From an optimization exercise on the open Yosys and OpenROAD flow, aimed at small area, a short achievable clock period and few clock cycles; shortcuts taken in it are not production practice. In this exercise RTL edits were held to simulation tests only and were not proved equivalent to the original. Power figures rest on the tool's default switching activity, not on a simulated workload.

Setup of red:
// rv_core
module rv_core (
    input  logic        clk,
    input  logic        rst_n,
    input  logic [31:0] i_imem_rdata,
    input  logic        i_imem_stall,
    output logic [29:0] o_imem_addr,
    output logic [31:0] o_pc,
    output logic        o_wb_valid,
    output logic [4:0]  o_wb_rd,
    output logic [31:0] o_wb_data
);
For scale: about 4000 cells after synthesis, roughly 57000 sq um of cells after synthesis.
==> flow/config.mk <==
export PLATFORM = sky130hd
export DESIGN_NAME = rv_core
export DESIGN_NICKNAME = rv_core
export VERILOG_FILES = /design/flow/design.v
export SDC_FILE = /design/flow/constraint.sdc
export NUM_CORES = 4
export LEC_CHECK = 0
export CAP_MARGIN = 20
export CELL_PAD_IN_SITES_DETAIL_PLACEMENT = 1
export CELL_PAD_IN_SITES_GLOBAL_PLACEMENT = 1
export CORE_MARGIN = 2
export CORE_UTILIZATION = 42
export CTS_CLUSTER_DIAMETER = 80
export CTS_CLUSTER_SIZE = 25
export PLACE_DENSITY = 0.58
export SETUP_SLACK_MARGIN = 3.2
export SLEW_MARGIN = 20
export SYNTH_HIERARCHICAL = 1
export SYNTH_MINIMUM_KEEP_SIZE = 0
==> flow/constraint.sdc <==
create_clock -name core_clock -period 6.0 [get_ports {clk}]
set_input_delay 1.2000 -clock core_clock [delete_from_list [all_inputs] [get_ports {clk}]]
set_output_delay 1.2000 -clock core_clock [all_outputs]
set_load 0.01 [all_outputs]
run.sh (not shown) runs the stock make flow with config.mk's settings and CLKGATE_MAP_FILE= SYNTH_SCRIPT=/design/flow/synth_recipe.tcl, a recipe that flattens the netlist after the stock synthesis.
red: all stages complete, timing, DRC and antenna checks passed
Testbench counts of red, summed over its fixed seeds: cycles 18,269.
Modified inputs, blue compared to red
Settings: a change of PLACE_DENSITY from 0.58 to 0.6; a change of SETUP_SLACK_MARGIN from 3.2 to 3.15; a change of CORE_UTILIZATION from 42 to 47.
- Diff red -> blue | starting DRC count in detailed routing | increase of 779
- Going from red to blue, overall global routing resource usage climbed 3.3 points; area growth from synthesis to layout dropped 1.7 points; routed length on met1 dropped 3.6%; total design power dropped 0.66 mW; final cell area excluding filler cells dropped about 1.5%.
- Logic depth of the worst register-to-register path: blue vs red identical
- Cmp red and blue / clock-buffer cell count / lower: red
Setup changes, blue to green
Settings: PLACE_DENSITY changed from 0.6 to 0.55; SETUP_SLACK_MARGIN changed from 3.15 to 3.6; CORE_UTILIZATION changed from 47 to 40.
[summary]
- green has final non-filler cell total above what blue had.
- Summary of green over blue: DRC violation total after the first TritonRoute iteration neither gained nor lost much, number of hold-slack violations in the final timing report stayed essentially flat, utilization fell by 4.4 points, setup slack up 0.21 ns, placed instance area went up.
- Final clock skew (higher): blue
- Re number of instances in the placed design: green is about 4.6% up on blue.
Inputs modified between green and orange:
Settings: changing SETUP_SLACK_MARGIN from 3.6 to 3.15.
Findings:
orange has hold slack above what green had.
The lower sequential group share of total power of orange and green is in green.
Diff green -> orange: total instance count after detailed placement flat, area occupied by multi-input gates down 5.9%, global-route wire length before repair down about 5%, number of antenna violations at the first check in global routing up 15.
The sequential cell area in the final layout on orange is in line with that on green.
Total of plain and repair buffers excluding clock buffers in orange is 238 lower than in green
The fraction of area in registers of orange is higher than that of green.

Another version of the RTL of rv_core (not shown whole).
Size: about 140 I/O pins, roughly 0.057 mm^2 of cells after synthesis.
Design rv_core, start of the top module:
module rv_core (
    input  logic        clk,
    input  logic        rst_n,
    input  logic [31:0] i_imem_rdata,
    input  logic        i_imem_stall,
    output logic [29:0] o_imem_addr,
    output logic [31:0] o_pc,
    output logic        o_wb_valid,
    output logic [4:0]  o_wb_rd,
    output logic [31:0] o_wb_data
);
    logic [29:0] pc_q;
    logic [31:0] iw;
    assign o_imem_addr = pc_q;
    assign o_pc        = {pc_q, 2'b00};
    assign iw = {i_imem_rdata[7:0], i_imem_rdata[15:8],
                 i_imem_rdata[23:16], i_imem_rdata[31:24]};
    always_ff @(posedge clk or negedge rst_n) begin
        if (!rst_n) pc_q <= '0;
        else if (!i_imem_stall) pc_q <= pc_q + 30'd1;
    end
    logic        f_wen;         
    logic        f_isop;        
    logic [31:20] f_hi;         
    logic [14:7] f_lo;          
    logic [3:0]  f_r1h, f_r2h;  
    logic [7:0]  f_r1l, f_r2l;  
    logic        f_fa, f_fb;    
    logic        f_w1, f_w2;    
    logic        e_wen;         
    logic [4:0]  e_rd;
    logic        i_exec, i_isop, i_fa, i_fb, i_w1, i_w2;
    logic [4:0]  i_rs1, i_rs2;
    assign i_rs1  = iw[19:15];
    assign i_rs2  = iw[24:20];
    assign i_isop = iw[5];
    assign i_exec = (iw[6:0] == 7'b0110011 || iw[6:0] == 7'b0010011);
    assign i_fa = f_wen && (f_lo[11:7] == i_rs1);
    assign i_fb = f_wen && (f_lo[11:7] == i_rs2) && i_isop;
    assign i_w1 = !i_fa && e_wen && (e_rd == i_rs1);
    assign i_w2 = !i_fb && e_wen && (e_rd == i_rs2) && i_isop;
    always_ff @(posedge clk or negedge rst_n) begin
        if (!rst_n) f_wen <= 1'b0;
        else f_wen <= !i_imem_stall && (iw[11:7] != 5'd0) && i_exec;
    end
    always_ff @(posedge clk) begin
        f_isop <= i_isop;
        f_hi   <= iw[31:20];
        f_lo   <= iw[14:7];
        f_fa   <= i_fa;
        f_fb   <= i_fb;
        f_w1   <= i_w1;
        f_w2   <= i_w2;
        for (int k = 0; k < 4; k++) begin
            f_r1h[k] <= (i_rs1[4:3] == k) && !i_fa && !i_w1;
            f_r2h[k] <= (i_rs2[4:3] == k) && !i_fb && !i_w2 && i_isop;
        end
        for (int k = 0; k < 8; k++) begin
            f_r1l[k] <= (i_rs1[2:0] == k);
            f_r2l[k] <= (i_rs2[2:0] == k);
        end
    end
    logic [4:0]  d_rd;
    logic [2:0]  d_f3;
    logic        d_alt;
    logic [31:0] d_imm;
    assign d_rd  = f_lo[11:7];
  ...
export LEC_CHECK = 0
export CAP_MARGIN = 20
export CELL_PAD_IN_SITES_DETAIL_PLACEMENT = 1
export CELL_PAD_IN_SITES_GLOBAL_PLACEMENT = 1
export CORE_MARGIN = 2
export CORE_UTILIZATION = 38
export CTS_CLUSTER_DIAMETER = 80
export CTS_CLUSTER_SIZE = 25
export PLACE_DENSITY = 0.55
export SETUP_SLACK_MARGIN = 3.6
export SLEW_MARGIN = 20
export SYNTH_HIERARCHICAL = 1
export SYNTH_MINIMUM_KEEP_SIZE = 0
create_clock -name core_clock -period 6.0 [get_ports {clk}]
The first run produced a clean layout.
Testbench counts at the start, summed over its fixed seeds: cycles 18,269.
Edit:
Settings changed: CELL_PAD_IN_SITES_GLOBAL_PLACEMENT 1 to 2, CORE_UTILIZATION 38 to 45, PLACE_DENSITY 0.55 to 0.6.
Outcome: The new run went through all stages and came out clean; register-to-register slack gets worse by 0.11 ns; clock-buffer cell count drops by 1; global-route usage climbs by 5.1 points; routed wire length drops by a few percent; total power drops by a few percent; sequential cell count stays the same; critical path depth drops by 4; worst hold slack hardly moves; fmax drops by a few percent; cell area drops slightly.

## separate check: timing with driven ports
Ports are ideal in the flow. The routed layouts listed here were re-timed in OpenROAD. Step 1: set_driving_cell puts a clkbuf_16 on clk and a buf_2 on each other input, an assumption about the parent block. Step 2 adds t to the input delays and takes it off the output delays; t is the mean of the earliest and latest rising clock arrival at the registers after step 1. Input paths then give back, and output paths get back, about the clock's delay inside the block. Three values: no drivers, after step 1, after step 2; two values: the first two.
run | t, ns | setup slack, ns | worst setup path at the end | clock arrival spread, ns | worst slew at a driven data input, ns
red | 0.781 | 3.083 / 3.083 / 2.745 | input to register | 0.070 / 0.070 | 0.05
blue | 0.758 | 3.013 / 3.013 / 2.666 | input to register | 0.060 / 0.061 | 0.06
green | 0.808 | 3.221 / 3.221 / 2.873 | input to register | 0.054 / 0.054 | 0.07
orange | 0.788 | 3.133 / 3.107 / 2.803 | input to register | 0.079 / 0.079 | 0.06
the first run of note 2 | 0.820 | 3.192 / 3.182 / 2.895 | input to register | 0.092 / 0.092 | 0.08
the second run of note 2 | 0.806 | 3.080 / 3.080 / 2.961 | input to register | 0.081 / 0.081 | 0.06
After both steps every run listed still meets setup and hold. For green, which loses most, drivers alone change the setup slack by 0.000 ns; drivers and shift together by -0.348 ns.
